Context: an optimization exercise on an open-source flow, tuned for small area and a short achievable clock period. The choices shown serve that exercise and are no tape-out recipe.
Where RTL was checked, it was by simulation tests only, not by an equivalence proof against the original.
Function not checked in runs 3 to 6: the RTL went through the layout flow alone.
Power and IR drop assume default switching activity.

`flow/run.sh`:
```
#!/bin/bash
# Own flow: the standard layout (standard synthesis included), except that
# the input and output ports are buffered with buf_2 cells instead of the
# delay-buffer cells port buffering otherwise picks. Each step's full output
# goes to a log file of its own in this folder.
set -euo pipefail
W=$PWD
bash standard.sh synth > "$W/synth.log" 2>&1
bash standard.sh "BUFFER_PORTS_ARGS=-buffer_cell sky130_fd_sc_hd__buf_2" finish > "$W/layout.log" 2>&1
```
`standard.sh`:
```
#!/bin/bash
# synth_recipe.tcl (not shown) runs the flow's synth.tcl, then flattens the netlist and writes it again
# the make line also repeats each setting of config.mk as NAME=value (left out here)
make -C /OpenROAD-flow-scripts/flow DESIGN_CONFIG=/design/flow/config.mk WORK_HOME=/design/flow/orfs CLKGATE_MAP_FILE= SYNTH_SCRIPT=/design/flow/synth_recipe.tcl "${@:-finish}"
```
`config.mk`:
```
export PLATFORM = sky130hd
export DESIGN_NAME = latency_histogram_counters_top
export DESIGN_NICKNAME = latency_histogram_counters_top
export VERILOG_FILES = /design/flow/design.v
export SDC_FILE = /design/flow/constraint.sdc
export NUM_CORES = 4
export LEC_CHECK = 0
export CAP_MARGIN = 20
export CORE_MARGIN = 2
export CORE_UTILIZATION = 40
export CTS_BUF_LIST = sky130_fd_sc_hd__clkbuf_16
export CTS_CLUSTER_DIAMETER = 80
export CTS_CLUSTER_SIZE = 30
export SETUP_SLACK_MARGIN = 3.6
export SLEW_MARGIN = 20
```
`constraint.sdc`:
```
create_clock -name core_clock -period 6.0 [get_ports {clk_i}]
set_input_delay 1.2000 -clock core_clock [delete_from_list [all_inputs] [get_ports {clk_i}]]
set_output_delay 1.2000 -clock core_clock [all_outputs]
set_load 0.01 [all_outputs]
```
`design.v`:
```
package lhc_pkg;
  localparam int unsigned LIMIT_REGS = 7;
  localparam int unsigned CFG_IDX_W  = 3;
  localparam int unsigned CFG_DATA_W = 16;
  localparam int unsigned DUR_W      = 16;
  localparam int unsigned CNT_W      = 20;
  localparam int unsigned IDX_W      = 4;
  localparam logic [LIMIT_REGS*DUR_W-1:0] LIMIT_RESET = {
    16'd50000, 16'd20000, 16'd10000, 16'd5000,
    16'd2500, 16'd1000, 16'd500
  };
  localparam int unsigned IN_BEAT_W  = 3 + DUR_W;
  localparam int unsigned OUT_BEAT_W = IDX_W + CNT_W + 1;
  localparam int unsigned NUM_RESULTS = 14;
  localparam logic [2:0] CMD_RECORD   = 3'd0;
  localparam logic [2:0] CMD_TIMEOUT  = 3'd1;
  localparam logic [2:0] CMD_USER     = 3'd2;
  localparam logic [2:0] CMD_OVERFLOW = 3'd3;
  localparam logic [2:0] CMD_SNAPSHOT = 3'd4;
endpackage
module lhc_ctrl (
  input  logic       clk_i,
  input  logic       rst_ni,
  input  logic       in_valid_i,
  input  logic [2:0] command_i,
  output logic       in_stall_o,
  output logic       accept_o,
  input  logic       out_stall_i,
  output logic       out_valid_o,
  output logic       load_o,
  output logic [lhc_pkg::IDX_W-1:0] load_idx_o,
  output logic [lhc_pkg::IDX_W-1:0] out_idx_o,
  output logic       out_last_o
);
  localparam logic [lhc_pkg::IDX_W-1:0] LAST_IDX = lhc_pkg::IDX_W'(lhc_pkg::NUM_RESULTS - 1);
  logic dump_q, out_valid_q, last_q;
  logic [lhc_pkg::IDX_W-1:0] idx_q, oidx_q;
  logic snap, load, is_last;
  assign in_stall_o = dump_q;
  assign accept_o   = in_valid_i & ~dump_q;
  assign snap       = accept_o & (command_i == lhc_pkg::CMD_SNAPSHOT);
  assign load       = dump_q & (~out_valid_q | ~out_stall_i);
  assign is_last    = (idx_q == LAST_IDX);
  always_ff @(posedge clk_i or negedge rst_ni) begin
    if (!rst_ni) begin
      dump_q      <= 1'b0;
      out_valid_q <= 1'b0;
      idx_q       <= '0;
    end else begin
      dump_q      <= snap | (dump_q & ~(load & is_last));
      out_valid_q <= load | (out_valid_q & out_stall_i);
      if (load) idx_q <= is_last ? '0 : idx_q + 1'b1;
    end
  end
  always_ff @(posedge clk_i or negedge rst_ni) begin
    if (!rst_ni) begin
      oidx_q <= '0;
      last_q <= 1'b0;
    end else if (load) begin
      oidx_q <= idx_q;
      last_q <= is_last;
    end
  end
  assign load_o      = load;
  assign load_idx_o  = idx_q;
  assign out_valid_o = out_valid_q;
  assign out_idx_o   = oidx_q;
  assign out_last_o  = last_q;
endmodule
module lhc_dp (
  input  logic                  clk_i,
  input  logic                  rst_ni,
  input  logic                  cfg_we_i,
  input  logic [lhc_pkg::CFG_IDX_W-1:0]  cfg_index_i,
  input  logic [lhc_pkg::CFG_DATA_W-1:0] cfg_wdata_i,
  input  logic                  accept_i,
  input  logic [2:0]            command_i,
  input  logic [lhc_pkg::DUR_W-1:0] duration_i,
  input  logic                  load_i,
  input  logic [lhc_pkg::IDX_W-1:0] load_idx_i,
  output logic [lhc_pkg::CNT_W-1:0] out_value_o
);
  localparam int unsigned DUR_W = lhc_pkg::DUR_W;
  localparam int unsigned CNT_W = lhc_pkg::CNT_W;
  localparam int unsigned NLIM  = lhc_pkg::LIMIT_REGS;
  localparam int unsigned TLO_W = CNT_W / 2;
  localparam int unsigned SEG_W = 7;
  localparam int unsigned NSLOW = 11;
  function automatic logic [CNT_W-1:0] cnt_inc(input logic [CNT_W-1:0] q, input logic en);
    logic [CNT_W-1:0] ones;
    ones[0] = 1'b1;
    for (int i = 1; i < CNT_W; i++) ones[i] = ones[i-1] & q[i-1];
    cnt_inc = q ^ ({CNT_W{en}} & ones);
  endfunction
  function automatic logic [SEG_W:0] seg_inc(input logic [SEG_W-1:0] q, input logic cin, input int w);
    logic t;
    seg_inc = '0;
    t = cin;
    for (int i = 0; i < SEG_W; i++) begin
      if (i < w) begin
        seg_inc[i] = q[i] ^ t;
        t = t & q[i];
      end
    end
    seg_inc[SEG_W] = t;
  endfunction
  logic             rec_a, tmo_a, usr_a, ovf_a, cwe_a;
  logic [DUR_W-1:0] dur_a, cdat_a;
  logic [2:0]       cidx_a;
  always_ff @(posedge clk_i or negedge rst_ni) begin
    if (!rst_ni) begin
      rec_a <= 1'b0;
      tmo_a <= 1'b0;
      usr_a <= 1'b0;
      ovf_a <= 1'b0;
      cwe_a <= 1'b0;
    end else begin
      rec_a <= accept_i & (command_i == lhc_pkg::CMD_RECORD);
      tmo_a <= accept_i & (command_i == lhc_pkg::CMD_TIMEOUT);
      usr_a <= accept_i & (command_i == lhc_pkg::CMD_USER);
      ovf_a <= accept_i & (command_i == lhc_pkg::CMD_OVERFLOW);
      cwe_a <= cfg_we_i & (cfg_index_i != 3'd7);
    end
  end
  always_ff @(posedge clk_i) begin
    dur_a  <= duration_i;
    cidx_a <= cfg_index_i;
    cdat_a <= cfg_wdata_i;
  end
  logic [DUR_W-1:0] limit_q [NLIM];
  always_ff @(posedge clk_i or negedge rst_ni) begin
    if (!rst_ni) begin
      for (int i = 0; i < NLIM; i++) begin
        limit_q[i] <= lhc_pkg::LIMIT_RESET[i*DUR_W +: DUR_W];
      end
    end else if (cwe_a) begin
      limit_q[cidx_a] <= cdat_a;
    end
  end
  logic [7:0] hit, hit_b;
  always_comb begin
    logic none;
    none = rec_a;
    for (int i = 0; i < NLIM; i++) begin
      hit[i] = none & (dur_a <= limit_q[i]);
      none   = none & ~(dur_a <= limit_q[i]);
    end
    hit[7] = none;
  end
  always_ff @(posedge clk_i or negedge rst_ni) begin
    if (!rst_ni) hit_b <= '0;
    else         hit_b <= hit;
  end
  logic [CNT_W-1:0] sample_q, timeout_q, user_q, ovfc_q;
  logic [NSLOW-1:0] slow_en;
  logic [CNT_W-1:0] slow_q [NSLOW];
  logic [1:0]       slow_cy_q [NSLOW];
  logic [TLO_W-1:0] tot_lo_q;
  logic [CNT_W-TLO_W-1:0] tot_hi_q;
  logic             tot_cy_q;
  logic [TLO_W:0]   tot_lo_sum;
  logic [DUR_W-1:0] peak_q;
  logic [CNT_W-1:0] bin_q [8];
  assign tot_lo_sum = {1'b0, tot_lo_q} + (rec_a ? (TLO_W+1)'(dur_a[TLO_W-1:0]) : '0);
  always_ff @(posedge clk_i or negedge rst_ni) begin
    if (!rst_ni) begin
      sample_q  <= '0;
      tot_lo_q  <= '0;
      tot_hi_q  <= '0;
      tot_cy_q  <= 1'b0;
      peak_q    <= '0;
      for (int k = 0; k < NSLOW; k++) begin
        slow_q[k]    <= '0;
        slow_cy_q[k] <= '0;
      end
    end else begin
      sample_q  <= cnt_inc(sample_q, rec_a);
      for (int k = 0; k < NSLOW; k++) begin
        logic [SEG_W:0] s0, s1, s2;
        s0 = seg_inc(slow_q[k][6:0], slow_en[k], 7);
        s1 = seg_inc(slow_q[k][13:7], slow_cy_q[k][0], 7);
        s2 = seg_inc({1'b0, slow_q[k][19:14]}, slow_cy_q[k][1], 6);
        slow_q[k]    <= {s2[5:0], s1[6:0], s0[6:0]};
        slow_cy_q[k] <= {s1[SEG_W], s0[SEG_W]};
      end
      {tot_cy_q, tot_lo_q} <= tot_lo_sum;
      tot_hi_q <= tot_hi_q + (rec_a ? (CNT_W-TLO_W)'(dur_a[DUR_W-1:TLO_W]) : '0)
                           + (CNT_W-TLO_W)'(tot_cy_q);
      if (rec_a && (dur_a > peak_q)) peak_q <= dur_a;
    end
  end
  assign slow_en = {ovf_a, usr_a, tmo_a, hit_b};
  always_comb begin
    for (int i = 0; i < 8; i++) bin_q[i] = slow_q[i];
    timeout_q = slow_q[8];
    user_q    = slow_q[9];
    ovfc_q    = slow_q[10];
  end
  logic [CNT_W-1:0] snap_val;
  always_comb begin
    case (load_idx_i)
      4'd0:    snap_val = sample_q;
      4'd1:    snap_val = {tot_hi_q, tot_lo_q};
      4'd2:    snap_val = CNT_W'(peak_q);
      4'd3:    snap_val = bin_q[0];
      4'd4:    snap_val = bin_q[1];
      4'd5:    snap_val = bin_q[2];
      4'd6:    snap_val = bin_q[3];
      4'd7:    snap_val = bin_q[4];
      4'd8:    snap_val = bin_q[5];
      4'd9:    snap_val = bin_q[6];
      4'd10:   snap_val = bin_q[7];
      4'd11:   snap_val = timeout_q;
      4'd12:   snap_val = user_q;
      default: snap_val = ovfc_q;
    endcase
  end
  always_ff @(posedge clk_i or negedge rst_ni) begin
    if (!rst_ni)     out_value_o <= '0;
    else if (load_i) out_value_o <= snap_val;
  end
endmodule
module latency_histogram_counters_top (
  input  logic                  clk_i,
  input  logic                  rst_ni,
  input  logic                  cfg_we_i,
  input  logic [lhc_pkg::CFG_IDX_W-1:0]  cfg_index_i,
  input  logic [lhc_pkg::CFG_DATA_W-1:0] cfg_wdata_i,
  input  logic                  in_valid_i,
  output logic                  in_stall_o,
  input  logic [lhc_pkg::IN_BEAT_W-1:0]  in_beat_i,
  output logic                  out_valid_o,
  input  logic                  out_stall_i,
  output logic [lhc_pkg::OUT_BEAT_W-1:0] out_beat_o
);
  logic accept, load, last;
  logic [lhc_pkg::IDX_W-1:0] load_idx, out_idx;
  logic [lhc_pkg::CNT_W-1:0] out_value;
  lhc_ctrl u_ctrl (
    .clk_i       (clk_i),
    .rst_ni      (rst_ni),
    .in_valid_i  (in_valid_i),
    .command_i   (in_beat_i[18:16]),
    .in_stall_o  (in_stall_o),
    .accept_o    (accept),
    .out_stall_i (out_stall_i),
    .out_valid_o (out_valid_o),
    .load_o      (load),
    .load_idx_o  (load_idx),
    .out_idx_o   (out_idx),
    .out_last_o  (last)
  );
  lhc_dp u_dp (
    .clk_i       (clk_i),
    .rst_ni      (rst_ni),
    .cfg_we_i    (cfg_we_i),
    .cfg_index_i (cfg_index_i),
    .cfg_wdata_i (cfg_wdata_i),
    .accept_i    (accept),
    .command_i   (in_beat_i[18:16]),
    .duration_i  (in_beat_i[15:0]),
    .load_i      (load),
    .load_idx_i  (load_idx),
    .out_value_o (out_value)
  );
  assign out_beat_o = {out_idx, out_value, last};
endmodule
```
==> impl_metrics.ini, run 1 <==
[synthesis]
ys_seq_area_frac = 0.532
ys_ff_latch = 490
yosysTopAreaCell = dfrtp_1
yosys-top-cells-area = dfrtp_1, ha_1, dfstp_2, a22oi_1, mux2_2
async_flop_share = 0.929
synth.distinct_cells = 70
synthCells = 1886
synthFlopType = dfrtp_1
ys_top_cells_by_count = dfrtp_1, ha_1, nand2_1, inv_1, a22oi_1
syn-num-nets = 2285
yosys_warnings = 6
synth_top_area_frac = 0.457
avgSynthCellArea_um2 = 12.1
synth_most_common_cell = dfrtp_1
synth-edff-count = 0
syn_area_um2 = 22800

[critical_path]
crit_family = flip-flops
path_cells = buf_6
cp_max_fo = 2
r2r.worst_path.cells = 8
reg2reg_from = u_dp.rec_a$_DFF_PN0_
crit_path_end_kind = output pin
r2r-end = u_dp.tot_lo_q[9]$_DFF_PN0_
cp.arrival_ps = 1210
critPathKind = reg2out
cp_slowest_cell = dfrtp_2
startpoint_type = flip-flop
worst-path-buf-inv = 1
cp_num_cells = 1
r2r_slack_ps = 3660
slowest_delay_ps = 460
worstPathRequired_ps = 4800

[sta]
tightest_slew_ps = 1140
clock.fmax_mhz = 415
finalClockSkew_ps = 40.3
fin_crit_sh = 0.401
fin_tns_setup_ps = 0
hold_violations = 0
rsz0062_at_grt = true
setup_violations = 0
drv_slew = 0
hold_ws_ps = 444
relSlewSlack = 0.239
fin_crit_ps = 2410

[die]
io_pins = 70
dieArea_um2 = 59000
start_util = 0.405
die_width_um = 243
die_h_um = 243
rows = 87
core_um2 = 56400

[placed_design]
place_inst = 2678
place.gp.congestion = 0.873
numPortBuffers = 69
detailed_place_hpwl_mm = 41.8
dpl-instance-area_um2 = 24200

[final_layout]
final_area_um2 = 25700
nNetsFinal = 2377
final_cells = 2757
synthToLayoutAreaGrowth_pct = 12.6
drive_gt1_frac = 0.176

[run]
max_cap_viol_count = 0

[drt]
dr.pass1.iters = 5
drt-total-wl_mm = 58.1
drc = 0
post_drt_wl_per_cell_um = 21.1
drtAntennaViolNets = 0
vias = 14900
viasPerCell = 5.42
dr.first_iter.drc_count = 980

[global_route]
globalRouteOverflowTotal = 0
grt_max_degree = 152
antenna_found_initial = 2
grt_first_pass_wirelength_mm = 90.2
grtUsageTotal = 0.198
grt_pass1_vias = 15200

[clocking]
cts.path.max_buffers = 3
numCtsBuffers = 28
h-tree-depth = 1
clockRootBuffer = clkbuf_16
cts_tree = yes
cts_num_sinks = 490
cts_hold_buf = 0
clkSlewWorstSetupHoldPaths_ps = 110
clk_latency_ps = 620

[power]
leakagePower_nw = 13.4
ir_worst_vdd_mv = 0.283
power_density_nw_per_um2 = 334
power_mw = 8.58

[worst_hold_path]
hold_path_depth = 1
holdCritPathClass = reg2reg
min-delay-start = u_dp.slow_cy_q[5][1]$_DFF_PN0_
min_to = u_dp.slow_q[5][14]$_DFF_PN0_

[status]
status = finished clean
[power by group]
part	internal [mW]	switching, mW	total [mW]
Sequential	3.75	0.413	4.16
Clock	1.07	1.32	2.39
Combinational	0.816	1.20	2.02
Total	5.64	2.94	8.58
[registers in the layout, summed over array words and instances (netlist names), 8 cells and up]
| signal | flops |
|---|---|
| u_dp.cdat_a | 16 |
| u_dp.dur_a | 16 |
| u_dp.hit_b | 8 |
| u_dp.limit_q | 112 |
| u_dp.out_value_o | 20 |
| u_dp.peak_q | 16 |
| u_dp.sample_q | 20 |
| u_dp.slow_cy_q | 22 |
| u_dp.slow_q | 220 |
| u_dp.tot_hi_q | 10 |
| u_dp.tot_lo_q | 10 |
[metal layers]
| metal | routed length [um] | vias to the layer above | track usage |
|---|---|---|---|
| met5 | 14 | - | 0 |
| met4 | 1600 | 2 | 0.0502 |
| met3 | 2690 | 88 | 0.0285 |
| met1 | 25600 | 7554 | 0.265 |
| met2 | 28200 | 360 | 0.337 |
| li1 | - | 6937 | - |
[how the worst max path moves through the flow]
stage / slack [ps] / from / to
6_report: 3590 / u_ctrl.dump_q$_DFF_PN0_ / in_stall_o
5_1_grt: 3550 / u_dp.out_value_o[1]$_DFFE_PN0P_ / out_beat_o[2]
4_1_cts: 3540 / u_dp.out_value_o[1]$_DFFE_PN0P_ / out_beat_o[2]
3_5_place_dp: 3080 / u_dp.dur_a[7]$_DFF_P_ / u_dp.peak_q[11]$_DFFE_PN0P_
3_3_place_gp: 3140 / u_dp.rec_a$_DFF_PN0_ / u_dp.tot_hi_q[9]$_DFF_PN0_
2_1_floorplan: 3610 / u_dp.rec_a$_DFF_PN0_ / u_dp.tot_lo_q[9]$_DFF_PN0_
[final cells by class]
class,count,area [um2]
diodes,1,2.50
clock buffers,29,726
clock inverters,23,365
fillers,5159,30700
inverters,146,552
multi-input cells,1193,10100
flip-flops and latches,490,12200
well taps,756,946
repair buffers,119,791
[placed cells by master, fill, tap and decap left out, drive strengths merged, types with 4 or more instances in the layout]
master / netlist / layout
ha: 353 / 353
nand4: 38 / 38
o21ai: 108 / 108
clkbuf: 30 / 30
nand2b: 8 / 8
a21oi: 43 / 43
nor4: 10 / 10
buf: 27 / 118
clkinv: 0 / 8
a211o: 5 / 5
nor2: 40 / 40
xor2: 21 / 21
and3: 9 / 9
nand3: 32 / 32
a41oi: 4 / 4
dfstp: 38 / 38
o211ai: 6 / 6
and2: 17 / 17
o21a: 6 / 6
nor3: 15 / 15
a21o: 15 / 15
and4: 5 / 5
a22o: 12 / 12
nand2: 152 / 152
dfrtp: 417 / 417
a21boi: 5 / 5
a22oi: 103 / 103
a31oi: 7 / 7
o31ai: 4 / 4
a211oi: 13 / 13
a221oi: 12 / 12
dfxtp: 35 / 35
inv: 146 / 158
xnor2: 23 / 23
nor3b: 6 / 6
mux2: 69 / 69
nor2b: 11 / 11
[logic make-up after synthesis]
group / Yosys count / synth area share
simple gates: 360 / 0.0795
mux: 72 / 0.0354
flops: 490 / 0.532
compound gates: 361 / 0.105
buf+inv: 203 / 0.0352
xor+xnor: 44 / 0.0169
fa+ha+maj: 356 / 0.196
[per-stage QoR]
step | util | worst slack [ps]
after global placement | 0.428 | 3140
after floorplan | - | 3610
after global routing | 0.455 | 3550
final | 0.456 | 3590
after detailed placement | 0.429 | 3080
after CTS | 0.452 | 3540
[timing repair]
action                     in CTS  in global routing
gates resized for setup        35                 36
pin swaps                       4                  8
buffers inserted               14                 12
setup endpoints to repair      63                 53
==> run 2: changes to the inputs <==
--- a/flow/run.sh
+++ b/flow/run.sh
@@ -6,4 +6,4 @@
 set -euo pipefail
 W=$PWD
 bash standard.sh synth > "$W/synth.log" 2>&1
-bash standard.sh "BUFFER_PORTS_ARGS=-buffer_cell sky130_fd_sc_hd__buf_2" finish > "$W/layout.log" 2>&1
+bash standard.sh "BUFFER_PORTS_ARGS=-buffer_cell sky130_fd_sc_hd__buf_2" RECOVER_POWER=100 finish > "$W/layout.log" 2>&1
==> impl_metrics.ini, run 2 <==
[synthesis]
synth.distinct_cells = 70
synthCells = 1886
yosys-top-cells-area = dfrtp_1, ha_1, dfstp_2, a22oi_1, mux2_2
ys_top_cells_by_count = dfrtp_1, ha_1, nand2_1, inv_1, a22oi_1
synth-edff-count = 0
syn-num-nets = 2285
async_flop_share = 0.929
ys_seq_area_frac = 0.532
yosysTopAreaCell = dfrtp_1
ys_ff_latch = 490
syn_area_um2 = 22800
synth_top_area_frac = 0.457
yosys_warnings = 6
synth_most_common_cell = dfrtp_1
avgSynthCellArea_um2 = 12.1
synthFlopType = dfrtp_1

[power]
leakagePower_nw = 13.1
pwr-share-seq = 0.488
pwr-share-clk = 0.280
power_density_nw_per_um2 = 335
switching_share = 0.343
internal_power_mw = 5.61
p_switching_mw = 2.92
ir_worst_vdd_mv = 0.281
power_frac_comb = 0.232

[critical_path]
crit_family = buffers and inverters
cp.arrival_ps = 4080
path_cells = clkbuf_2, buf_12
crit_path_end_kind = asynchronous set/reset pin
startpoint_type = input port
worstPathRequired_ps = 6620
cp_slowest_cell = clkbuf_2
slowest_delay_ps = 1950
worst-path-buf-inv = 2
critPathKind = in2async
cp_max_fo = 151

[sta]
rsz0062_at_grt = true
hold_ws_ps = 448
fin_crit_sh = 0.576
finalClockSkew_ps = 37.6
tightest_slew_ps = 2890
fin_tns_setup_ps = 0
drv_slew = 141
clock.fmax_mhz = 289
relSlewSlack = -0.924
fin_crit_ps = 3460
setup_violations = 0
hold_violations = 0

[global_route]
grt_pass1_vias = 15200
globalRouteOverflowTotal = 0
gr-usage-met3 = 0.0285
grtUsageTotal = 0.198
grt_max_degree = 152
busiest_layer = met2
antenna_found_initial = 2
gr-usage-met1 = 0.265
grt_first_pass_wirelength_mm = 90.2
met2_usage = 0.337

[final_layout]
final_cell_mix = dfrtp_1, ha_1, nand2_1
largest_reg_flops = 220
layout_commonest_cell = dfrtp_1
nNetsFinal = 2377
drive_gt1_frac = 0.141
regMostFlops = u_dp.slow_q
synthToLayoutAreaGrowth_pct = 11.5
largestRegisters = u_dp.slow_q: 220 flops, u_dp.limit_q: 112 flops, u_dp.slow_cy_q: 22 flops
final_cells = 2757

[drt]
dr.pass1.iters = 5
post_drt_wl_per_cell_um = 21.1
viasPerCell = 5.40
dr.first_iter.drc_count = 1008
drc = 0
drt-total-wl_mm = 58.1
vias = 14900
drtAntennaViolNets = 0

[clocking]
numCtsBuffers = 28
cts_num_sinks = 490
cts.path.max_buffers = 3
clockRootBuffer = clkbuf_16
clkSlewWorstSetupHoldPaths_ps = 110
h-tree-depth = 1
cts_hold_buf = 0
cts_tree = yes
clk_latency_ps = 620

[placed_design]
detailed_place_hpwl_mm = 41.8
numPortBuffers = 69
place.gp.congestion = 0.873
place_inst = 2678

[status]
status = complete, but fails checks
so.violations = max-capacitance violations, max-slew violations

[die]
core_um2 = 56400
rows = 87
die_h_um = 243
die_width_um = 243
io_pins = 70
start_util = 0.405
dieArea_um2 = 59000

[worst_hold_path]
holdCritPathClass = reg2reg

[run]
max_cap_viol_count = 2
-- run 2: changes by cell type in the layout (fill, tap and decap cells not counted), moves of 3 or more --
cell / previous run / this run
and2_0: 0 / 6
and2_1: 17 / 11
buf_2: 67 / 30
buf_4: 44 / 33
clkbuf_1: 0 / 50
dfrtp_1: 409 / 412
o21ai_0: 97 / 103
o21ai_1: 7 / 4
-- run 2: repair_timing --
item / 4_1_cts / 5_1_grt
endpoints found under the setup margin: 63 / 53
resized for setup: 35 / 36
pin swaps: 4 / 8
hold endpoints to repair: 0 / 0
setup buffers: 14 / 12
-- run 2: cell families after synthesis --
logic type / count (synthesis) / share of synthesized area
AOI/OAI and AO/OA: 361 / 0.105
xor gates and xnor gates: 44 / 0.0169
adders and majority gates: 356 / 0.196
buffers and inverters: 203 / 0.0352
DFF: 490 / 0.532
muxes: 72 / 0.0354
and+or+nand+nor: 360 / 0.0795
-- run 2: final timing paths --
kind / startpoint / end / slack, ps / cells past startpoint
setup / recovery: rst_ni / u_dp.limit_q[6][11]$_DFFE_PN0P_ / 2540 / 2
setup reg to reg: u_dp.rec_a$_DFF_PN0_ / u_dp.sample_q[19]$_DFF_PN0_ / 2750 / 8
hold / removal: u_dp.slow_cy_q[5][1]$_DFF_PN0_ / u_dp.slow_q[5][14]$_DFF_PN0_ / 450 / 1
max in group core_clock: u_dp.rec_a$_DFF_PN0_ / u_dp.sample_q[19]$_DFF_PN0_ / 2750 / 8
min in group asynchronous: rst_ni / u_ctrl.idx_q[2]$_DFFE_PN0P_ / 1460 / 1
hold reg to reg: u_dp.slow_cy_q[5][1]$_DFF_PN0_ / u_dp.slow_q[5][14]$_DFF_PN0_ / 450 / 1
-- run 2: final cells by class --
type                            count  area (um2)
Fill cell                        5211       30900
Timing Repair Buffer              119         669
Antenna cell                        1        2.50
Clock inverter                     23         365
Inverter                          146         552
Sequential cell                   490       12200
Clock buffer                       29         726
Multi-Input combinational cell   1193       10000
Tap cell                          756         946
-- run 2: metrics by stage --
| stage | cell area, um2 | total power [mW] | worst slack, ps | utilization |
|---|---|---|---|---|
| finish | 25400 | 8.53 | 2540 | 0.451 |
| global placement | 24200 | 6.05 | 3140 | 0.428 |
| global route | 25400 | 9.01 | 1980 | 0.451 |
| CTS | 25500 | 8.58 | 3540 | 0.452 |
| floorplan | 22800 | 5.26 | 3610 | - |
| detailed placement | 24200 | 6.12 | 3080 | 0.429 |
-- run 2: routing by layer --
metal / share of wire / wire [um]
met1: 0.44 / 25600
met2: 0.49 / 28400
met3: 0.044 / 2580
met4: 0.026 / 1530
met5: 0 / 0
-- run 2: power groups by stage --
| stage | Combinational (mW) | Clock [mW] | Sequential [mW] |
|---|---|---|---|
| after floorplan | 1.22 | 0 | 4.04 |
| after global placement | 1.84 | 0 | 4.21 |
| after detailed placement | 1.89 | 0 | 4.23 |
| after CTS | 1.97 | 2.45 | 4.16 |
| after global routing | 2.20 | 2.59 | 4.22 |
| final | 1.98 | 2.39 | 4.16 |
==> run 3: changes to the inputs <==
--- a/design.v
+++ b/design.v
@@ -127,14 +127,23 @@
     cidx_a <= cfg_index_i;
     cdat_a <= cfg_wdata_i;
   end
-  logic [DUR_W-1:0] limit_q [NLIM];
-  always_ff @(posedge clk_i or negedge rst_ni) begin
-    if (!rst_ni) begin
-      for (int i = 0; i < NLIM; i++) begin
-        limit_q[i] <= lhc_pkg::LIMIT_RESET[i*DUR_W +: DUR_W];
-      end
+  logic [DUR_W-1:0] lim_q [NLIM];
+  logic [NLIM-1:0]  dflt_q;
+  always_ff @(posedge clk_i or negedge rst_ni) begin
+    if (!rst_ni) begin
+      dflt_q <= '1;
     end else if (cwe_a) begin
-      limit_q[cidx_a] <= cdat_a;
+      dflt_q[cidx_a] <= 1'b0;
+    end
+  end
+  always_ff @(posedge clk_i) begin
+    if (cwe_a) lim_q[cidx_a] <= cdat_a;
+  end
+  logic [NLIM-1:0] le;
+  always_comb begin
+    for (int i = 0; i < NLIM; i++) begin
+      le[i] = dflt_q[i] ? (dur_a <= lhc_pkg::LIMIT_RESET[i*DUR_W +: DUR_W])
+                        : (dur_a <= lim_q[i]);
     end
   end
   logic [7:0] hit, hit_b;
@@ -142,8 +151,8 @@
     logic none;
     none = rec_a;
     for (int i = 0; i < NLIM; i++) begin
-      hit[i] = none & (dur_a <= limit_q[i]);
-      none   = none & ~(dur_a <= limit_q[i]);
+      hit[i] = none & le[i];
+      none   = none & ~le[i];
     end
     hit[7] = none;
   end
--- a/flow/run.sh
+++ b/flow/run.sh
@@ -6,4 +6,4 @@
 set -euo pipefail
 W=$PWD
 bash standard.sh synth > "$W/synth.log" 2>&1
-bash standard.sh "BUFFER_PORTS_ARGS=-buffer_cell sky130_fd_sc_hd__buf_2" RECOVER_POWER=100 finish > "$W/layout.log" 2>&1
+bash standard.sh "BUFFER_PORTS_ARGS=-buffer_cell sky130_fd_sc_hd__buf_2" finish > "$W/layout.log" 2>&1
==> impl_metrics.ini, run 3 <==
[sta]
fin_crit_sh = 0.405
fin_tns_setup_ps = 0
fin_crit_ps = 2430
relSlewSlack = 0.327
setup_violations = 0
clock.fmax_mhz = 412
rsz0062_at_grt = true
drv_slew = 0
tightest_slew_ps = 1010
finalClockSkew_ps = 34.7
hold_violations = 0

[placed_design]
numPortBuffers = 69
dpl-instance-area_um2 = 24000
place.gp.congestion = 0.934
detailed_place_hpwl_mm = 39.6

[power]
p_switching_mw = 2.51
ir_worst_vdd_mv = 0.211
power_density_nw_per_um2 = 305
leakagePower_nw = 13.0
pwr-share-seq = 0.520
internal_power_mw = 5.31
switching_share = 0.321
pwr-share-clk = 0.293
power_frac_comb = 0.187

[critical_path]
startpoint_type = flip-flop
crit_family = simple AND/OR/NAND/NOR gates
reg2reg_from = u_dp.rec_a$_DFF_PN0_
slowest_delay_ps = 550
cp-startpoint = u_dp.rec_a$_DFF_PN0_
cp.arrival_ps = 2960
crit_path_end_kind = flip-flop
cp_max_fo = 5
critPathKind = reg2reg
worst-path-buf-inv = 1
worstPathRequired_ps = 6540
cp_slowest_cell = dfrtp_4
path_cells = buf_4, and2_1, ha_4, nand2_1, o21ai_2, or4_4, a41o_1, a21oi_2, xnor2_1

[synthesis]
muxShareOfSynthArea = 0.00966
synth_top_area_frac = 0.379
synth.distinct_cells = 69
synth-compound-area-share = 0.0984
synth-edff-count = 112
synth_top_family_by_area = adder cells
ys_seq_area_frac = 0.566
avgSynthCellArea_um2 = 12.9
yosys_warnings = 5
yosys-top-cells-area = dfrtp_1, ha_1, edfxtp_1, dfxtp_1, a22oi_1
synth_most_common_cell = ha_1
ys_top_cells_by_count = ha_1, dfrtp_1, inv_1, edfxtp_1, nand2_1
synthAdderAreaFrac = 0.200
synth_xor_area_frac = 0.0178
ys_ff_latch = 497
yosys.area_share.simple = 0.0755
yosysTopAreaCell = dfrtp_1
syn_area_um2 = 22700
synthFlopType = dfrtp_1
async_flop_share = 0.704
synthCells = 1762
syn-num-nets = 2165

[final_layout]
multi_input_comb_area_um2 = 9390
regMostFlops = u_dp.slow_q
drive_gt1_frac = 0.148
antenna_cells = 0
synthToLayoutAreaGrowth_pct = 13.0
layout_commonest_cell = ha_1
regArea_um2 = 12900
nNetsFinal = 2272
largest_reg_flops = 220
largestRegisters = u_dp.slow_q: 220 flops, u_dp.lim_q: 112 flops, u_dp.slow_cy_q: 22 flops
nFillCells = 5078
final_cell_mix = ha_1, dfrtp_1, inv_1
final_area_um2 = 25600

[drt]
drt-total-wl_mm = 55.0
dr.first_iter.drc_count = 853
dr.pass1.iters = 5
viasPerCell = 5.34
drc = 0
post_drt_wl_per_cell_um = 20.8
wl_met1_mm = 26.0
dr.max_layer_used = met4
vias = 14100
drtAntennaViolNets = 0
met3_length_mm = 1.86
wl_met2_mm = 25.6

[die]
io_pins = 70
dieArea_um2 = 58600
core_um2 = 56200
start_util = 0.404
die_width_um = 242
rows = 87
die_h_um = 242

[clocking]
clkSlewWorstSetupHoldPaths_ps = 110
numCtsBuffers = 27
clockRootBuffer = clkbuf_16
cts_tree = yes
cts.path.max_buffers = 3
h-tree-depth = 1
clk_latency_ps = 610
cts_num_sinks = 497

[global_route]
antenna_found_initial = 0
grt_pass1_vias = 14600
globalRouteOverflowTotal = 0
grtUsageTotal = 0.188
grt_max_degree = 131
grt_first_pass_wirelength_mm = 86.0

[status]
status = finished clean

[worst_hold_path]
holdCritPathClass = in2async

[run]
max_cap_viol_count = 0
-- run 3: cell count changes in the layout (fill, tap and decap cells not counted), moves of 18 or more --
cell	change
clkbuf_1	-50
dfrtp_1	-75
nand2_1	-63
mux2_2	-53
edfxtp_1	+112
o21ai_0	-60
dfstp_2	-31
nor2_1	+18
a221oi_1	+20
a22oi_1	-28
buf_2	+37
-- run 3: path summary, 6_finish.rpt --
kind                                                    end  slack (ps)  depth (start not counted)
setup / recovery                 u_dp.tot_lo_q[9]$_DFF_PN0_        3570                          9
hold / removal             u_dp.out_value_o[17]$_DFFE_PN0P_         440                          1
setup reg to reg                 u_dp.tot_lo_q[9]$_DFF_PN0_        3570                          9
hold reg to reg                 u_dp.slow_q[2][0]$_DFF_PN0_         460                          1
max in group asynchronous              u_dp.rec_a$_DFF_PN0_        4140                          3
min in group core_clock         u_dp.slow_q[2][0]$_DFF_PN0_         460                          1
-- run 3: final cells by class --
type,count,share of cell area
Timing Repair Buffer,122,0.0325
Tap cell,756,0.0369
Clock buffer,27,0.0264
Sequential cell,497,0.503
Inverter,146,0.0215
Clock inverter,23,0.0130
Multi-Input combinational cell,1075,0.366
-- run 3: per-stage QoR --
stage / power [mW] / util / setup slack, ps / std cells / hold WS (ps)
finish: 7.82 / 0.456 / 3570 / 2646 / 439
global route: 8.24 / 0.456 / 3500 / 2646 / 418
CTS: 7.87 / 0.451 / 3520 / 2632 / 469
detailed placement: 5.50 / 0.428 / 2810 / 2564 / 453
global placement: 5.47 / 0.428 / 2850 / 2564 / 449
floorplan: 4.86 / - / 3570 / 1762 / 436
-- run 3: power groups by stage --
stage | clock [mW] | combinational, mW | sequential (mW)
floorplan | 0 | 0.859 | 4.00
CTS | 2.37 | 1.43 | 4.07
finish | 2.29 | 1.46 | 4.07
global placement | 0 | 1.34 | 4.13
detailed placement | 0 | 1.36 | 4.14
global route | 2.50 | 1.63 | 4.11
-- run 3: cells by family (layout without fill, tap and decap cells) --
| family | count (synthesis) | count (layout) |
|---|---|---|
| simple gates | 334 | 334 |
| xor+xnor | 46 | 46 |
| mux | 20 | 20 |
| buf+inv | 190 | 318 |
| flops | 497 | 497 |
| compound gates | 315 | 315 |
| fa+ha+maj | 360 | 360 |
-- run 3: layer usage --
metal,up-vias,global-route usage
met5,-,0
met4,0,0.0556
met3,78,0.0198
met2,252,0.307
met1,7138,0.266
li1,6654,-
-- run 3: what timing repair did --
action	4_1_cts	5_1_grt
setup buffers	18	13
setup endpoints to repair	62	48
hold buffers	0	0
pin swaps	7	23
gates resized for setup	49	40
==> run 4: changes to the inputs <==
--- a/design.v
+++ b/design.v
@@ -122,8 +122,11 @@
       cwe_a <= cfg_we_i & (cfg_index_i != 3'd7);
     end
   end
+  always_ff @(posedge clk_i or negedge rst_ni) begin
+    if (!rst_ni) dur_a <= '0;
+    else         dur_a <= (accept_i && (command_i == lhc_pkg::CMD_RECORD)) ? duration_i : '0;
+  end
   always_ff @(posedge clk_i) begin
-    dur_a  <= duration_i;
     cidx_a <= cfg_index_i;
     cdat_a <= cfg_wdata_i;
   end
@@ -170,7 +173,7 @@
   logic [TLO_W:0]   tot_lo_sum;
   logic [DUR_W-1:0] peak_q;
   logic [CNT_W-1:0] bin_q [8];
-  assign tot_lo_sum = {1'b0, tot_lo_q} + (rec_a ? (TLO_W+1)'(dur_a[TLO_W-1:0]) : '0);
+  assign tot_lo_sum = {1'b0, tot_lo_q} + (TLO_W+1)'(dur_a[TLO_W-1:0]);
   always_ff @(posedge clk_i or negedge rst_ni) begin
     if (!rst_ni) begin
       sample_q  <= '0;
@@ -193,9 +196,9 @@
         slow_cy_q[k] <= {s1[SEG_W], s0[SEG_W]};
       end
       {tot_cy_q, tot_lo_q} <= tot_lo_sum;
-      tot_hi_q <= tot_hi_q + (rec_a ? (CNT_W-TLO_W)'(dur_a[DUR_W-1:TLO_W]) : '0)
+      tot_hi_q <= tot_hi_q + (CNT_W-TLO_W)'(dur_a[DUR_W-1:TLO_W])
                            + (CNT_W-TLO_W)'(tot_cy_q);
-      if (rec_a && (dur_a > peak_q)) peak_q <= dur_a;
+      if (dur_a > peak_q) peak_q <= dur_a;
     end
   end
   assign slow_en = {ovf_a, usr_a, tmo_a, hit_b};
==> impl_metrics.ini, run 4 <==
[placed_design]
place.gp.congestion = 0.862
detailed_place_hpwl_mm = 40.7
numPortBuffers = 69
dpl-instance-area_um2 = 24200

[final_layout]
antenna_cells = 0
final_cell_mix = ha_1, dfrtp_1, inv_1
synthToLayoutAreaGrowth_pct = 16.3
largestRegisters = u_dp.slow_q: 220 flops, u_dp.lim_q: 112 flops, u_dp.slow_cy_q: 22 flops
drive_gt1_frac = 0.177
largest_reg_flops = 220
final_area_um2 = 26400
nNetsFinal = 2349
final_core_util = 0.470
layout_commonest_cell = ha_1
nFillCells = 5081
regMostFlops = u_dp.slow_q

[sta]
fin_tns_setup_ps = 0
finalClockSkew_ps = 46.6
tightest_slew_ps = 1040
rsz0062_at_grt = true
fin_crit_sh = 0.433
clock.fmax_mhz = 385
setup_violations = 0
hold_ws_ps = 471
relSlewSlack = 0.305
hold_violations = 0
fin_crit_ps = 2600
drv_slew = 0

[critical_path]
path_cells = buf_6, ha_4, nand4_1, or4_4, or3_4, nand3_4, nor2_4, and4_4, nor4bb_4
cp_max_fo = 4
cp_slowest_cell = dfrtp_4
worstPathRequired_ps = 6500
crit_family = simple AND/OR/NAND/NOR gates
startpoint_type = flip-flop
worst-path-buf-inv = 1
crit_path_end_kind = flip-flop
cp.arrival_ps = 3090
critPathKind = reg2reg
slowest_delay_ps = 540

[power]
power_density_nw_per_um2 = 300
ir_worst_vdd_mv = 0.297
power_mw = 7.93
leakagePower_nw = 13.7

[global_route]
busiest_layer = met2
gr-usage-met3 = 0.0201
gr-usage-met1 = 0.272
grt_pass1_vias = 14800
grt_first_pass_wirelength_mm = 88.1
grt_max_degree = 119
antenna_found_initial = 1
globalRouteOverflowTotal = 0
grtUsageTotal = 0.194
met2_usage = 0.321

[die]
core_um2 = 56300
die_h_um = 242
start_util = 0.404
io_pins = 70
rows = 87
dieArea_um2 = 58800
die_width_um = 242

[synthesis]
synth_most_common_cell = dfrtp_1
yosys_warnings = 5
syn_area_um2 = 22700
synthCells = 1780
syn-num-nets = 2183
avgSynthCellArea_um2 = 12.8
yosysTopAreaCell = dfrtp_1
synthFlopType = dfrtp_1
async_flop_share = 0.736
synth-edff-count = 112
yosys-top-cells-area = dfrtp_1, ha_1, edfxtp_1, a22oi_1, inv_1
synth.distinct_cells = 68
ys_ff_latch = 497
synth_top_area_frac = 0.395
ys_top_cells_by_count = dfrtp_1, ha_1, inv_1, edfxtp_1, nand2_1
ys_seq_area_frac = 0.568

[clocking]
cts_num_sinks = 497
clockRootBuffer = clkbuf_16
h-tree-depth = 1
cts_hold_buf = 0
numCtsBuffers = 27
clk_latency_ps = 630
cts_tree = yes
cts.path.max_buffers = 3
clkSlewWorstSetupHoldPaths_ps = 110

[drt]
drt-total-wl_mm = 57.2
post_drt_wl_per_cell_um = 21.0
dr.first_iter.drc_count = 1109
dr.pass1.iters = 5
vias = 14500
drtAntennaViolNets = 0
drc = 0
viasPerCell = 5.33

[status]
status = finished clean

[worst_hold_path]
holdCritPathClass = reg2reg

[run]
max_cap_viol_count = 0
==> run 4: cell types whose count changed after synthesis, sizes merged, moves of 10 or more <==
cell	before	now
a221oi	31	21
a22oi	75	97
and3	19	6
buf	29	15
dfrtp	343	359
dfxtp	35	19
inv	146	158
nand2	93	103
o21ai	47	60
==> run 4: power by group <==
| group | switching (mW) | total [mW] | internal [mW] |
|---|---|---|---|
| combinational | 0.992 | 1.74 | 0.749 |
| clock | 1.28 | 2.24 | 0.963 |
| sequential | 0.245 | 3.94 | 3.69 |
==> run 4: stage by stage <==
stage / setup WS [ps] / cells
6_report: 3400 / 2723
3_5_place_dp: 2850 / 2592
4_1_cts: 3420 / 2687
2_1_floorplan: 3590 / 1780
3_3_place_gp: 2890 / 2592
5_1_grt: 3280 / 2723
==> run 4: routing by layer <==
layer / vias up / part of all wire
li1: 6788 / -
met1: 7398 / 0.46
met2: 270 / 0.48
met3: 71 / 0.035
met4: 0 / 0.027
met5: - / 0
==> run 4: area by class of cell <==
type / instances / area, um2 / share of cell area
Multi-Input combinational cell: 1087 / 9670 / 0.366
Sequential cell: 497 / 13000 / 0.490
Clock inverter: 23 / 319 / 0.0121
Clock buffer: 27 / 676 / 0.0255
Timing Repair Buffer: 175 / 1280 / 0.0483
Tap cell: 756 / 946 / 0.0358
Inverter: 158 / 597 / 0.0226
==> run 4: logic make-up after synthesis <==
group	count (synthesis)	synth area share
compound gates	328	0.0990
xor+xnor	45	0.0173
fa+ha+maj	360	0.199
buf+inv	196	0.0336
flops	497	0.568
mux	21	0.00990
simple gates	333	0.0736
==> run 4: timing repair <==
action	4_1_cts	5_1_grt
resized for setup	70	72
pin swaps	21	17
setup endpoints to repair	62	54
buffers inserted	45	36
==> run 4: worst reg2reg max path: cells and delay by family (launching register included) <==
family,cells,cell delay (ps)
adder cells (fa/ha/maj),1,250
buffers and inverters,1,140
flip-flops,1,540
AND/OR/NAND/NOR,7,1560
==> run 4: final timing paths <==
kind,from,endpoint,slack [ps],cells past startpoint
worst max-delay path,u_dp.dur_a[8]$_DFF_PN0_,u_dp.hit_b[6]$_DFF_PN0_,3400,9
worst min-delay path,u_dp.slow_q[5][19]$_DFF_PN0_,u_dp.slow_q[5][19]$_DFF_PN0_,470,1
worst max register to register,u_dp.dur_a[8]$_DFF_PN0_,u_dp.hit_b[6]$_DFF_PN0_,3400,9
worst min register to register,u_dp.slow_q[5][19]$_DFF_PN0_,u_dp.slow_q[5][19]$_DFF_PN0_,470,1
max in group asynchronous,rst_ni,u_dp.dur_a[14]$_DFF_PN0_,3920,2
min in group asynchronous,rst_ni,u_dp.slow_q[3][17]$_DFF_PN0_,620,1
==> run 5: changes to the inputs <==
--- a/design.v
+++ b/design.v
@@ -186,7 +186,7 @@
         slow_cy_q[k] <= '0;
       end
     end else begin
-      sample_q  <= cnt_inc(sample_q, rec_a);
+      sample_q  <= cnt_inc(sample_q, accept_i & (command_i == lhc_pkg::CMD_RECORD));
       for (int k = 0; k < NSLOW; k++) begin
         logic [SEG_W:0] s0, s1, s2;
         s0 = seg_inc(slow_q[k][6:0], slow_en[k], 7);
==> impl_metrics.ini, run 5 <==
[placed_design]
detailed_place_hpwl_mm = 40.3
place.gp.congestion = 0.922
numPortBuffers = 69
place_inst = 2551

[sta]
fin_crit_ps = 2610
hold_violations = 0
drv_slew = 0
tightest_slew_ps = 1030
fin_tns_setup_ps = 0
finalClockSkew_ps = 17.3
rsz0062_at_grt = true
fin_crit_sh = 0.435
relSlewSlack = 0.309
clock.fmax_mhz = 383
setup_violations = 0

[synthesis]
synth_top_area_frac = 0.396
yosys_warnings = 5
async_flop_share = 0.736
yosys-top-cells-area = dfrtp_1, ha_1, edfxtp_1, a22oi_1, inv_1
synth_most_common_cell = dfrtp_1
synthCells = 1746
avgSynthCellArea_um2 = 13.0
ys_ff_latch = 497
synth-edff-count = 112
ys_seq_area_frac = 0.569
syn-num-nets = 2148
synthFlopType = dfrtp_1
yosysTopAreaCell = dfrtp_1
synth.distinct_cells = 68
ys_top_cells_by_count = dfrtp_1, ha_1, inv_1, edfxtp_1, a22oi_1
syn_area_um2 = 22700

[status]
status = finished clean

[die]
io_pins = 70
die_width_um = 242
start_util = 0.404
die_h_um = 242
dieArea_um2 = 58600
rows = 87
core_um2 = 56200

[clocking]
clk_latency_ps = 610
cts.path.max_buffers = 3
cts_hold_buf = 0
clkSlewWorstSetupHoldPaths_ps = 90
numCtsBuffers = 28
h-tree-depth = 1
cts_num_sinks = 497
clockRootBuffer = clkbuf_16
cts_tree = yes

[global_route]
grt_first_pass_wirelength_mm = 88.3
grt_max_degree = 130
met2_usage = 0.336
busiest_layer = met2
globalRouteOverflowTotal = 0
gr-usage-met1 = 0.261
grtUsageTotal = 0.195
antenna_found_initial = 4
grt_pass1_vias = 15000
gr-usage-met3 = 0.0201

[critical_path]
r2r_slack_ps = 3390
cp.arrival_ps = 3140
startpoint_type = flip-flop
endpoint = u_dp.hit_b[6]$_DFF_PN0_
cp_slowest_cell = dfrtp_4
path_cells = ha_1, nand4_1, buf_4, a21oi_1, nor4_4, nor4_2, buf_4, nand4_1, nor3_1
cp_max_fo = 6
critPathKind = reg2reg
worstPathRequired_ps = 6530
reg2reg_from = u_dp.dur_a[15]$_DFF_PN0_
r2r.worst_path.cells = 9
crit_path_end_kind = flip-flop
cp-startpoint = u_dp.dur_a[15]$_DFF_PN0_
r2r-end = u_dp.hit_b[6]$_DFF_PN0_
slowest_delay_ps = 550

[final_layout]
synthToLayoutAreaGrowth_pct = 16.8
regMostFlops = u_dp.slow_q
final_cells = 2707
largest_reg_flops = 220
nNetsFinal = 2333
drive_gt1_frac = 0.188
final_cell_mix = ha_1, dfrtp_1, inv_1
layout_commonest_cell = ha_1
largestRegisters = u_dp.slow_q: 220 flops, u_dp.lim_q: 112 flops, u_dp.slow_cy_q: 22 flops
antenna_cells = 0

[drt]
vias = 14500
drt-total-wl_mm = 57.8
drtAntennaViolNets = 0
drc = 0
dr.first_iter.drc_count = 1052
viasPerCell = 5.37
post_drt_wl_per_cell_um = 21.3
dr.pass1.iters = 5

[power]
power_density_nw_per_um2 = 343
ir_worst_vdd_mv = 0.365
leakagePower_nw = 13.9

[run]
max_cap_viol_count = 0

[worst_hold_path]
holdCritPathClass = reg2reg
-- run 5: timing repair --
item,in CTS,in global routing
cloned,1,1
hold endpoints to repair,0,0
gates resized for setup,59,50
buffers inserted,60,42
endpoints found under the setup margin,59,58
pin swaps,18,27
-- run 5: worst min path at each step --
stage                                         startpoint                       endpoint  depth (start not counted)
after floorplan               u_dp.dflt_q[1]$_DFFE_PN1P_     u_dp.dflt_q[1]$_DFFE_PN1P_                          2
after global placement    u_dp.slow_cy_q[4][1]$_DFF_PN0_   u_dp.slow_q[4][14]$_DFF_PN0_                          1
after CTS                  u_dp.slow_q[10][19]$_DFF_PN0_  u_dp.slow_q[10][19]$_DFF_PN0_                          1
after detailed placement  u_dp.slow_cy_q[1][0]$_DFF_PN0_    u_dp.slow_q[1][7]$_DFF_PN0_                          1
final                       u_dp.slow_q[3][19]$_DFF_PN0_   u_dp.slow_q[3][19]$_DFF_PN0_                          1
after global routing        u_dp.slow_q[3][19]$_DFF_PN0_   u_dp.slow_q[3][19]$_DFF_PN0_                          1
-- run 5: stage by stage --
step                      area (um2)   util  worst slack, ps  hold slack, ps  total power [mW]
after floorplan                22800      -             3390             433              5.56
after global placement         24100  0.430             2830             447              6.18
after detailed placement       24100  0.430             2800             453              6.24
after CTS                      25800  0.460             3430             475              8.79
after global routing           26500  0.472             3300             487              9.48
final                          26500  0.472             3390             472              9.07
-- run 5: logic make-up (layout without fill, tap and decap cells) --
family,count (synthesis),after routing,share of synthesized area
flip-flops,497,497,0.569
adder cells (fa/ha/maj),359,359,0.199
AO/OA/AOI/OAI,322,322,0.101
AND/OR/NAND/NOR,310,310,0.0696
buffers and inverters,193,398,0.0327
XOR/XNOR,46,46,0.0178
multiplexers,19,19,0.0105
-- run 5: layer usage --
| layer | vias to the layer above | share of wire |
|---|---|---|
| met5 | - | 0 |
| met4 | 0 | 0.033 |
| met3 | 100 | 0.042 |
| met2 | 347 | 0.49 |
| met1 | 7344 | 0.44 |
| li1 | 6755 | - |
-- run 5: where the power goes --
| part | internal (mW) | switching (mW) |
|---|---|---|
| logic | 1.32 | 1.44 |
| clock network | 1.07 | 1.22 |
| registers | 3.74 | 0.294 |
| total | 6.12 | 2.95 |
-- run 5: area by class of cell --
cell class	count	area, um2
fill	5066	29700
sequential	497	13000
multi-input combinational	1056	9530
timing repair buffer	196	1450
tap	756	946
clock buffer	29	726
inverter	152	577
clock inverter	21	294
-- run 5: worst max-delay path: cells and delay by family (launching register included) --
family / cells / cell delay (ps)
AO/OA/AOI/OAI: 1 / 360
AND/OR/NAND/NOR: 5 / 920
flip-flops: 1 / 550
adder cells (fa/ha/maj): 1 / 320
buffers and inverters: 2 / 380
==> run 6: changes to the inputs <==
--- a/design.v
+++ b/design.v
@@ -122,11 +122,8 @@
       cwe_a <= cfg_we_i & (cfg_index_i != 3'd7);
     end
   end
-  always_ff @(posedge clk_i or negedge rst_ni) begin
-    if (!rst_ni) dur_a <= '0;
-    else         dur_a <= (accept_i && (command_i == lhc_pkg::CMD_RECORD)) ? duration_i : '0;
-  end
   always_ff @(posedge clk_i) begin
+    dur_a  <= duration_i;
     cidx_a <= cfg_index_i;
     cdat_a <= cfg_wdata_i;
   end
@@ -173,7 +170,7 @@
   logic [TLO_W:0]   tot_lo_sum;
   logic [DUR_W-1:0] peak_q;
   logic [CNT_W-1:0] bin_q [8];
-  assign tot_lo_sum = {1'b0, tot_lo_q} + (TLO_W+1)'(dur_a[TLO_W-1:0]);
+  assign tot_lo_sum = {1'b0, tot_lo_q} + (rec_a ? (TLO_W+1)'(dur_a[TLO_W-1:0]) : '0);
   always_ff @(posedge clk_i or negedge rst_ni) begin
     if (!rst_ni) begin
       sample_q  <= '0;
@@ -186,7 +183,7 @@
         slow_cy_q[k] <= '0;
       end
     end else begin
-      sample_q  <= cnt_inc(sample_q, accept_i & (command_i == lhc_pkg::CMD_RECORD));
+      sample_q  <= cnt_inc(sample_q, rec_a);
       for (int k = 0; k < NSLOW; k++) begin
         logic [SEG_W:0] s0, s1, s2;
         s0 = seg_inc(slow_q[k][6:0], slow_en[k], 7);
@@ -196,9 +193,9 @@
         slow_cy_q[k] <= {s1[SEG_W], s0[SEG_W]};
       end
       {tot_cy_q, tot_lo_q} <= tot_lo_sum;
-      tot_hi_q <= tot_hi_q + (CNT_W-TLO_W)'(dur_a[DUR_W-1:TLO_W])
+      tot_hi_q <= tot_hi_q + (rec_a ? (CNT_W-TLO_W)'(dur_a[DUR_W-1:TLO_W]) : '0)
                            + (CNT_W-TLO_W)'(tot_cy_q);
-      if (dur_a > peak_q) peak_q <= dur_a;
+      if (rec_a && (dur_a > peak_q)) peak_q <= dur_a;
     end
   end
   assign slow_en = {ovf_a, usr_a, tmo_a, hit_b};
==> flow/run.sh (replaced) <==
#!/bin/bash
# Own flow: the standard layout with two changes.
#  1. Synthesis is the standard synthesis script (synth_recipe_mix.tcl is
#     synth_recipe.tcl plus a wrapper around ORFS's final abc call): the logic
#     cone that feeds the snapshot output value register is mapped with an
#     area-recovering ABC script (abc_area_nf.script), the rest with ORFS's
#     standard ABC script. Flip-flops are mapped before that call, so the
#     registers, their names and cell types are the standard synthesis's.
#  2. Ports are buffered with buf_2 cells instead of the delay buffers that
#     port buffering otherwise picks.
# Each step's full output goes to a log file of its own in this folder.
set -euo pipefail
W=$PWD
bash standard.sh "SYNTH_SCRIPT=$W/flow/synth_recipe_mix.tcl" \
  "MIX_AREA_SCRIPT=$W/flow/abc_area_nf.script" synth > "$W/synth.log" 2>&1
bash standard.sh "BUFFER_PORTS_ARGS=-buffer_cell sky130_fd_sc_hd__buf_2" finish > "$W/layout.log" 2>&1
==> flow/abc_area_nf.script (new file) <==
&get -n
&st
&dch
&nf -R 1000
&put
==> flow/synth_recipe_mix.tcl (new file) <==
proc synth {args} { yosys synth -nofsm -noshare {*}$args }
# The final technology mapping (ORFS's synth.tcl calls abc once, after the
# flip-flops are mapped): the cone feeding the snapshot output value register
# is mapped first with an area-recovering ABC script, the rest as standard.
proc abc {args} {
  set i [lsearch -exact $args -script]
  set area_args [lreplace $args [expr {$i + 1}] [expr {$i + 1}] $::env(MIX_AREA_SCRIPT)]
  set stop {}
  foreach t {dfrtp_1 dfrtp_2 dfrtp_4 dfstp_1 dfstp_2 dfstp_4 dfxtp_1 dfxtp_2 dfxtp_4 edfxtp_1} {
    lappend stop "sky130_fd_sc_hd__$t"
  }
  yosys select -set rdd c:*out_value_o* %ci1:+[join $stop ,]\[D\] c:*out_value_o* %d
  yosys select -set rdcone @rdd %ci*:-[join $stop ,]
  yosys select -set rdgates @rdcone t:\$_* %i
  yosys tee -o $::env(REPORTS_DIR)/mix_cone.txt select -count @rdgates
  yosys abc {*}$area_args @rdgates
  yosys abc {*}$args
}
source $::env(SCRIPTS_DIR)/synth.tcl
# left out here: clear keep_hierarchy, flatten, clean up, hide names made inside functions, write 1_2_yosys.v
==> impl_metrics.ini, run 6 <==
[clocking]
cts.path.max_buffers = 3
h-tree-depth = 1
numCtsBuffers = 28
cts_num_sinks = 497
cts_tree = yes
clockRootBuffer = clkbuf_16
clkSlewWorstSetupHoldPaths_ps = 100
clk_latency_ps = 610

[power]
power_frac_comb = 0.194
leakagePower_nw = 13.3
pwr-share-seq = 0.512
power_mw = 7.84
power_density_nw_per_um2 = 300
p_switching_mw = 2.44
pwr-share-clk = 0.294
internal_power_mw = 5.40
ir_worst_vdd_mv = 0.218
switching_share = 0.311

[die]
dieArea_um2 = 58000
rows = 86
io_pins = 70
core_um2 = 55300
start_util = 0.406
die_h_um = 241
die_width_um = 241

[global_route]
grt_first_pass_wirelength_mm = 79.7
globalRouteOverflowTotal = 0
antenna_found_initial = 0
grt_pass1_vias = 14400
grt_max_degree = 125
grtUsageTotal = 0.177

[synthesis]
yosys-top-cells-area = dfrtp_1, ha_1, edfxtp_1, dfxtp_1, inv_1
syn_area_um2 = 22400
avgSynthCellArea_um2 = 13.1
ys_ff_latch = 497
syn-num-nets = 2111
synth-edff-count = 112
synth_most_common_cell = ha_1
ys_top_cells_by_count = ha_1, dfrtp_1, inv_1, edfxtp_1, nand2_1
synthCells = 1708
async_flop_share = 0.704
yosys_warnings = 5
ys_seq_area_frac = 0.572
synth_top_area_frac = 0.382
synthFlopType = dfrtp_1
yosysTopAreaCell = dfrtp_1
synth.distinct_cells = 71

[drt]
dr.pass1.iters = 7
vias = 14100
dr.first_iter.drc_count = 1035
drt-total-wl_mm = 51.1
post_drt_wl_per_cell_um = 19.2
drtAntennaViolNets = 0
drc = 0
viasPerCell = 5.29

[critical_path]
r2r.worst_path.cells = 10
r2r-end = u_dp.peak_q[2]$_DFFE_PN0P_
worstPathRequired_ps = 6500
crit_path_end_kind = flip-flop
cp_slowest_cell = dfxtp_4
cp_common_cell = a21oi_2
startpoint_type = flip-flop
crit_family = compound AO/OA/AOI/OAI gates
slowest_delay_ps = 390
cp.arrival_ps = 2860
cp-startpoint = u_dp.dur_a[0]$_DFF_P_
reg2reg_from = u_dp.dur_a[0]$_DFF_P_
r2r_slack_ps = 3640
worst-path-buf-inv = 2
critPathKind = reg2reg
cp_max_fo = 8
path_cells = clkinvlp_4, ha_1, nand2b_1, a21oi_2, o21ai_1, a21oi_2, o21ai_2, a221oi_4, clkbuf_16, mux2_2

[sta]
hold_ws_ps = 470
fin_tns_setup_ps = 0
clock.fmax_mhz = 424
drv_slew = 0
rsz0062_at_grt = true
fin_crit_ps = 2360
relSlewSlack = 0.267
setup_violations = 0
fin_crit_sh = 0.393
tightest_slew_ps = 1100
hold_violations = 0
finalClockSkew_ps = 46.3

[status]
status = finished clean

[final_layout]
nNetsFinal = 2292
final_cell_mix = ha_1, dfrtp_1, inv_1
drive_gt1_frac = 0.184
largest_reg_flops = 220
nFillCells = 4974
antenna_cells = 0
final_area_um2 = 26200
final_core_util = 0.473
synthToLayoutAreaGrowth_pct = 16.5
layout_commonest_cell = ha_1
largestRegisters = u_dp.slow_q: 220 flops, u_dp.lim_q: 112 flops, u_dp.slow_cy_q: 22 flops
regMostFlops = u_dp.slow_q

[placed_design]
numPortBuffers = 69
place.gp.congestion = 0.881
dpl-instance-area_um2 = 24000
detailed_place_hpwl_mm = 37.2

[run]
max_cap_viol_count = 0

[worst_hold_path]
hold_path_depth = 1
holdCritPathClass = reg2reg
min-delay-start = u_dp.slow_cy_q[7][0]$_DFF_PN0_
min_to = u_dp.slow_q[7][7]$_DFF_PN0_
[run 6: cell type report]
| class | count | area (um2) | share of cell area |
|---|---|---|---|
| Sequential cell | 497 | 12900 | 0.493 |
| Timing Repair Buffer | 158 | 1160 | 0.0445 |
| Multi-Input combinational cell | 1050 | 9500 | 0.363 |
| Inverter | 154 | 588 | 0.0225 |
| Clock inverter | 23 | 339 | 0.0130 |
| Tap cell | 748 | 936 | 0.0358 |
| Clock buffer | 29 | 726 | 0.0278 |
[run 6: kinds of logic after synthesis]
group	count (synthesis)	synth area share
adders and majority gates	360	0.202
DFF	497	0.572
AOI/OAI and AO/OA	314	0.0999
xor gates and xnor gates	47	0.0183
buffers and inverters	161	0.0275
muxes	21	0.0122
and+or+nand+nor	308	0.0687
[run 6: how the worst max path moves through the flow]
stage	endpoint	slack, ps	depth (start not counted)
after floorplan	u_dp.tot_lo_q[9]$_DFF_PN0_	3600	12
after global placement	u_dp.peak_q[3]$_DFFE_PN0P_	3080	8
after detailed placement	u_dp.peak_q[4]$_DFFE_PN0P_	3060	6
after CTS	u_dp.out_value_o[2]$_DFFE_PN0P_	3500	9
after global routing	u_dp.out_value_o[9]$_DFFE_PN0P_	3550	10
final	u_dp.peak_q[2]$_DFFE_PN0P_	3640	10
[run 6: power groups by stage]
stage	Combinational (mW)	Sequential [mW]	Clock [mW]
after global placement	1.24	4.07	0
after global routing	1.70	4.06	2.52
final	1.52	4.02	2.30
after floorplan	0.797	4.01	0
after detailed placement	1.28	4.09	0
after CTS	1.33	4.02	2.39
[run 6: timing repair]
| item | 4_1_cts | 5_1_grt |
|---|---|---|
| pin swaps | 16 | 26 |
| gates cloned | 1 | 1 |
| hold buffers | 0 | 0 |
| setup buffers | 14 | 55 |
| gates resized for setup | 58 | 67 |
| endpoints found under the setup margin | 55 | 52 |
[run 6: metal layers]
metal	routed length (um)	vias to the layer above	global-route usage	share of wire
li1	-	6677	-	-
met1	22400	7067	0.228	0.44
met2	25900	244	0.317	0.51
met3	1630	71	0.0181	0.032
met4	1250	0	0.0513	0.025
met5	0	-	0	0
[run 6: per-stage QoR]
step           instances  setup WS, ps
6_report            2659          3640
3_3_place_gp        2535          3080
2_1_floorplan       1708          3600
3_5_place_dp        2535          3060
5_1_grt             2659          3550
4_1_cts             2602          3500
==> run 7: changes to the inputs <==
--- a/design.v
+++ b/design.v
@@ -127,23 +127,14 @@
     cidx_a <= cfg_index_i;
     cdat_a <= cfg_wdata_i;
   end
-  logic [DUR_W-1:0] lim_q [NLIM];
-  logic [NLIM-1:0]  dflt_q;
-  always_ff @(posedge clk_i or negedge rst_ni) begin
-    if (!rst_ni) begin
-      dflt_q <= '1;
+  logic [DUR_W-1:0] limit_q [NLIM];
+  always_ff @(posedge clk_i or negedge rst_ni) begin
+    if (!rst_ni) begin
+      for (int i = 0; i < NLIM; i++) begin
+        limit_q[i] <= lhc_pkg::LIMIT_RESET[i*DUR_W +: DUR_W];
+      end
     end else if (cwe_a) begin
-      dflt_q[cidx_a] <= 1'b0;
-    end
-  end
-  always_ff @(posedge clk_i) begin
-    if (cwe_a) lim_q[cidx_a] <= cdat_a;
-  end
-  logic [NLIM-1:0] le;
-  always_comb begin
-    for (int i = 0; i < NLIM; i++) begin
-      le[i] = dflt_q[i] ? (dur_a <= lhc_pkg::LIMIT_RESET[i*DUR_W +: DUR_W])
-                        : (dur_a <= lim_q[i]);
+      limit_q[cidx_a] <= cdat_a;
     end
   end
   logic [7:0] hit, hit_b;
@@ -151,8 +142,8 @@
     logic none;
     none = rec_a;
     for (int i = 0; i < NLIM; i++) begin
-      hit[i] = none & le[i];
-      none   = none & ~le[i];
+      hit[i] = none & (dur_a <= limit_q[i]);
+      none   = none & ~(dur_a <= limit_q[i]);
     end
     hit[7] = none;
   end
--- a/config.mk
+++ b/config.mk
@@ -13,3 +13,4 @@
 export CTS_CLUSTER_SIZE = 30
 export SETUP_SLACK_MARGIN = 3.6
 export SLEW_MARGIN = 20
+export TNS_END_PERCENT = 10
==> impl_metrics.ini, run 7 <==
[global_route]
grt_pass1_vias = 14900
grt_first_pass_wirelength_mm = 83.2
grtUsageTotal = 0.179
globalRouteOverflowTotal = 0

[final_layout]
synthToLayoutAreaGrowth_pct = 13.2
multi_input_comb_area_um2 = 10100
nFillCells = 5197
final_cell_mix = dfrtp_1, ha_1, nand2_1
largestRegisters = u_dp.slow_q: 220 flops, u_dp.limit_q: 112 flops, u_dp.slow_cy_q: 22 flops
final_core_util = 0.456
antenna_cells = 0
drive_gt1_frac = 0.179
regMostFlops = u_dp.slow_q
largest_reg_flops = 220

[drt]
viasPerCell = 5.34
drtAntennaViolNets = 0
drt-total-wl_mm = 52.3
dr.pass1.iters = 7
drc = 0
dr.first_iter.drc_count = 773
vias = 14600

[die]
core_um2 = 56200
dieArea_um2 = 58500
start_util = 0.403
die_h_um = 242
io_pins = 70
die_width_um = 242

[sta]
finalWorstSetupSlack_ps = 3570
hold_violations = 0
relSlewSlack = 0.278
rsz0062_at_grt = true
tightest_slew_ps = 1080
setup_violations = 0
drv_slew = 0
finalClockSkew_ps = 30.1
clock.fmax_mhz = 411
fin_crit_sh = 0.406

[synthesis]
yosys_warnings = 6
avgSynthCellArea_um2 = 12.3
synth.distinct_cells = 69
yosys-top-cells-area = dfrtp_1, ha_1, dfstp_2, dfxtp_1, mux2_2
syn-num-nets = 2233
synthCells = 1834
synth_top_area_frac = 0.461
async_flop_share = 0.929
synth-edff-count = 0
synthFlopType = dfrtp_1
yosysTopAreaCell = dfrtp_1

[worst_hold_path]
holdCritPathClass = reg2reg

[placed_design]
detailed_place_hpwl_mm = 38.3
place_inst = 2656
numPortBuffers = 69
place_ws_ps = 3110
place.gp.congestion = 0.851

[critical_path]
worst-path-buf-inv = 1
crit_path_end_kind = output pin
slowest_delay_ps = 460
cp_slowest_cell = dfrtp_1
cp_max_fo = 6
critPathKind = reg2out
worstPathRequired_ps = 4800
crit_family = flip-flops

[clocking]
clockRootBuffer = clkbuf_16
cts_tree = yes
cts_num_sinks = 490
clk_latency_ps = 620

[power]
leakagePower_nw = 13.3
power_mw = 8.45
power_density_nw_per_um2 = 330

[run]
max_cap_viol_count = 0

[status]
status = finished clean
run 7: cell types whose count changed in the layout (fill, tap and decap cells not counted), moves of 7 or more:
| cell | change |
|---|---|
| dfxtp_4 | -14 |
| edfxtp_1 | -112 |
| buf_4 | -50 |
| a22oi_2 | +9 |
| a22oi_1 | -9 |
| dfrtp_1 | +79 |
| nand2_1 | +59 |
| dfxtp_2 | +13 |
| o21ai_0 | +55 |
| nor2_1 | -13 |
| ha_4 | -7 |
| mux2_2 | +52 |
| dfstp_2 | +31 |
run 7: final timing paths:
kind	start	endpoint	slack, ps	cells after the start
max in group asynchronous	rst_ni	u_dp.slow_q[8][0]$_DFF_PN0_	4170	2
hold reg to reg	u_dp.slow_cy_q[3][0]$_DFF_PN0_	u_dp.slow_q[3][7]$_DFF_PN0_	460	1
min in group asynchronous	rst_ni	u_dp.slow_q[10][18]$_DFF_PN0_	610	1
hold / removal	u_dp.slow_cy_q[3][0]$_DFF_PN0_	u_dp.slow_q[3][7]$_DFF_PN0_	460	1
setup reg to reg	u_dp.limit_q[6][9]$_DFFE_PN1P_	u_dp.hit_b[7]$_DFF_PN0_	3630	7
setup / recovery	u_ctrl.dump_q$_DFF_PN0_	in_stall_o	3570	1
run 7: per-stage QoR:
step           hold slack [ps]  instance area, um2
2_1_floorplan              437               22600
3_3_place_gp               447               24100
3_5_place_dp               457               24100
4_1_cts                    456               25300
5_1_grt                    463               25600
6_report                   459               25600
run 7: area by class of cell:
type                    instances  share of cell area
repair buffers                103              0.0277
clock inverters                24              0.0130
multi-input cells            1174               0.395
well taps                     756              0.0369
flip-flops and latches        490               0.475
inverters                     149              0.0220
clock buffers                  31              0.0303
run 7: cell families (layout without fill, tap and decap cells):
group	count (synthesis)	after routing	share of synthesized area
buffers and inverters	171	307	0.0292
AND/OR/NAND/NOR	342	343	0.0732
flip-flops	490	490	0.536
AO/OA/AOI/OAI	357	357	0.108
XOR/XNOR	45	45	0.0174
multiplexers	73	73	0.0379
adder cells (fa/ha/maj)	356	356	0.198
run 7: metal layers:
metal	track usage	wire length, um	vias to the layer above
li1	-	-	6881
met1	0.235	23000	7354
met2	0.311	26000	229
met3	0.0222	1650	95
met4	0.0510	1570	0
met5	0	0	-
run 7: report_power, final:
| part | switching (mW) | internal [mW] |
|---|---|---|
| clock | 1.30 | 1.07 |
| combinational | 1.14 | 0.806 |
| sequential | 0.374 | 3.76 |
| total | 2.82 | 5.63 |
run 7: what timing repair did:
| item | 4_1_cts | 5_1_grt |
|---|---|---|
| endpoints found under the hold margin | 0 | 0 |
| resized for setup | 25 | 43 |
| pin swaps | 3 | 3 |
| setup endpoints to repair | 67 | 77 |
| hold buffers | 0 | 0 |
| buffers inserted | 4 | 9 |
| gates cloned | 1 | 1 |

Re-timed with assumed drivers on the ports (clkbuf_16 on the clock, buf_2 on other inputs), run 7 has 3.512 ns of setup slack against 3.566 ns with ideal ports, and 3.086 ns once port delays also move by the mid clock arrival of 0.663 ns.
